Background: an optimization exercise with open tools, aiming at small area, a short achievable clock period and few clock cycles per item. Do not read the settings as production practice.
The RTL was checked by simulation tests, not by an equivalence proof against the original design.

build 83:
==> flow/design.v (excerpt) <==
module mcm_dct_top (
    input  logic                                  clk,
    input  logic                                  rst_n,
    input  logic                                  req_i,
    input  logic [8*(16+1)-1:0]   samples_i,
    input  logic [8*(3+1)-1:0] codes_i,
    output logic                                  ack_o,
    output logic [32:0]                   result_o
);
For scale: about 2400 cells after synthesis, ~210 I/O pins, ~0.028 mm^2 of cells after synthesis.
==> flow/config.mk <==
export PLATFORM = sky130hd
export DESIGN_NAME = mcm_dct_top
export DESIGN_NICKNAME = mcm_dct_top
export VERILOG_FILES = /design/flow/design.v
export SDC_FILE = /design/flow/constraint.sdc
export NUM_CORES = 4
export LEC_CHECK = 0
export CAP_MARGIN = 20
export CORE_MARGIN = 2
export CORE_UTILIZATION = 40
export SLEW_MARGIN = 20
export SYNTH_HIERARCHICAL = 1
==> flow/constraint.sdc <==
create_clock -name core_clock -period 26.0 [get_ports {clk}]
set_input_delay 5.2000 -clock core_clock [delete_from_list [all_inputs] [get_ports {clk}]]
set_output_delay 5.2000 -clock core_clock [all_outputs]
set_load 0.01 [all_outputs]
standard.sh (not shown) runs the stock make flow with config.mk's settings and CLKGATE_MAP_FILE= SYNTH_SCRIPT=/design/flow/synth_recipe.tcl, a recipe that flattens the netlist after the stock synthesis.
==> flow/flow/run.sh <==
#!/bin/bash
# Own layout flow: the standard ORFS flow (standard.sh, unchanged synthesis), with the
# ports buffered by a plain buffer cell instead of the default choice, and setup repair
# aimed at a larger slack than the clock period needs, so that repair works on this design's
# real critical paths. Each run's full output goes to a log file in the work folder.
set -euo pipefail
export BUFFER_PORTS_ARGS="-buffer_cell sky130_fd_sc_hd__buf_1"
export SETUP_SLACK_MARGIN="${FLOW_SETUP_MARGIN:-15.75}"
bash standard.sh synth > run_synth.log 2>&1
bash standard.sh > run_layout.log 2>&1
The flow did not stop early for build 83: all stages ran, and the layout cleared the timing, DRC and antenna checks.
Testbench counts of build 83, summed over its fixed seeds: cycles 4,096, items 2,048.
Edits applied to the flow inputs when going from build 83 to build 11:
diff --git a/flow/flow/run.sh b/flow/flow/run.sh
--- a/flow/flow/run.sh
+++ b/flow/flow/run.sh
@@ -6,5 +6,5 @@
 set -euo pipefail
 export BUFFER_PORTS_ARGS="-buffer_cell sky130_fd_sc_hd__buf_1"
-export SETUP_SLACK_MARGIN="${FLOW_SETUP_MARGIN:-15.75}"
+export SETUP_SLACK_MARGIN="${FLOW_SETUP_MARGIN:-16}"
 bash standard.sh synth > run_synth.log 2>&1
 bash standard.sh > run_layout.log 2>&1
Findings:
All of build 83 and build 11 finish clean. Summary of build 11 over build 83: setup slack of the critical path after layout increased 0.22 ns, total number of sequential cells ~0 delta, I/O pin total shows no meaningful change.
What build 32 does differently from build 11 at the input level:
diff --git a/flow/flow/run.sh b/flow/flow/run.sh
--- a/flow/flow/run.sh
+++ b/flow/flow/run.sh
@@ -6,5 +6,5 @@
 set -euo pipefail
 export BUFFER_PORTS_ARGS="-buffer_cell sky130_fd_sc_hd__buf_1"
-export SETUP_SLACK_MARGIN="${FLOW_SETUP_MARGIN:-16}"
+export SETUP_SLACK_MARGIN="${FLOW_SETUP_MARGIN:-15.5}"
 bash standard.sh synth > run_synth.log 2>&1
 bash standard.sh > run_layout.log 2>&1
diff --git a/flow/config.mk b/flow/config.mk
--- a/flow/config.mk
+++ b/flow/config.mk
@@ -8,5 +8,6 @@
 export CAP_MARGIN = 20
 export CORE_MARGIN = 2
-export CORE_UTILIZATION = 40
+export CORE_UTILIZATION = 50
+export PLACE_DENSITY = 0.65
 export SLEW_MARGIN = 20
 export SYNTH_HIERARCHICAL = 1
## What came out
- [compare] base=build 11 new=build 32: worst-case headroom to the max-slew limit now smaller, wire length after detailed routing lower.
Changes in build 84 relative to build 32:
diff --git a/flow/flow/run.sh b/flow/flow/run.sh
--- a/flow/flow/run.sh
+++ b/flow/flow/run.sh
@@ -6,5 +6,5 @@
 set -euo pipefail
 export BUFFER_PORTS_ARGS="-buffer_cell sky130_fd_sc_hd__buf_1"
-export SETUP_SLACK_MARGIN="${FLOW_SETUP_MARGIN:-15.5}"
+export SETUP_SLACK_MARGIN="${FLOW_SETUP_MARGIN:-15}"
 bash standard.sh synth > run_synth.log 2>&1
 bash standard.sh > run_layout.log 2>&1
diff --git a/flow/config.mk b/flow/config.mk
--- a/flow/config.mk
+++ b/flow/config.mk
@@ -8,6 +8,5 @@
 export CAP_MARGIN = 20
 export CORE_MARGIN = 2
-export CORE_UTILIZATION = 50
-export PLACE_DENSITY = 0.65
+export CORE_UTILIZATION = 40
 export SLEW_MARGIN = 20
 export SYNTH_HIERARCHICAL = 1
--- outcome ---
Wire length per cell after detailed routing (build 84 / build 32): 0.907. Taking build 32 as the reference, in build 84 starting DRC count in detailed routing went down by 2.4%, depth of the critical timing path with buffers and inverters included went up by 1, layout overhead on the synthesized area went down by 1.2 points.

what the ideal ports hide:
The flow's constraints put no driver on any port. The routed layouts listed below were extracted and timed again, unchanged, in two steps.
Step 1, drivers: a clkbuf_16 drives clk and a buf_2 each remaining input, both assumed.
Step 2 adds t to the input delays and takes it off the output delays; t is the mean of the earliest and latest rising clock arrival at the registers after step 1. Input paths then give back, and output paths get back, about the clock's delay inside the block.
a / b / c = no drivers / after step 1 / after step 2; a / b = the first two.
run	t, ns	setup slack, ns	hold WS [ns]	worst data-port slew with drivers (ns)
build 83	0.451	15.773 / 15.819 / 15.368	1.082 / 1.082 / 1.082	0.10
build 11	0.446	15.995 / 16.028 / 15.583	1.011 / 1.011 / 1.011	0.10
build 32	0.450	15.554 / 15.595 / 15.145	1.223 / 1.223 / 1.223	0.10
build 84	0.443	15.209 / 15.234 / 14.792	1.084 / 1.084 / 1.084	0.10
After both steps setup and hold are still met in every run listed. The setup slack of build 84, which loses most, moves by +0.025 ns with the drivers and by -0.417 ns with both steps.
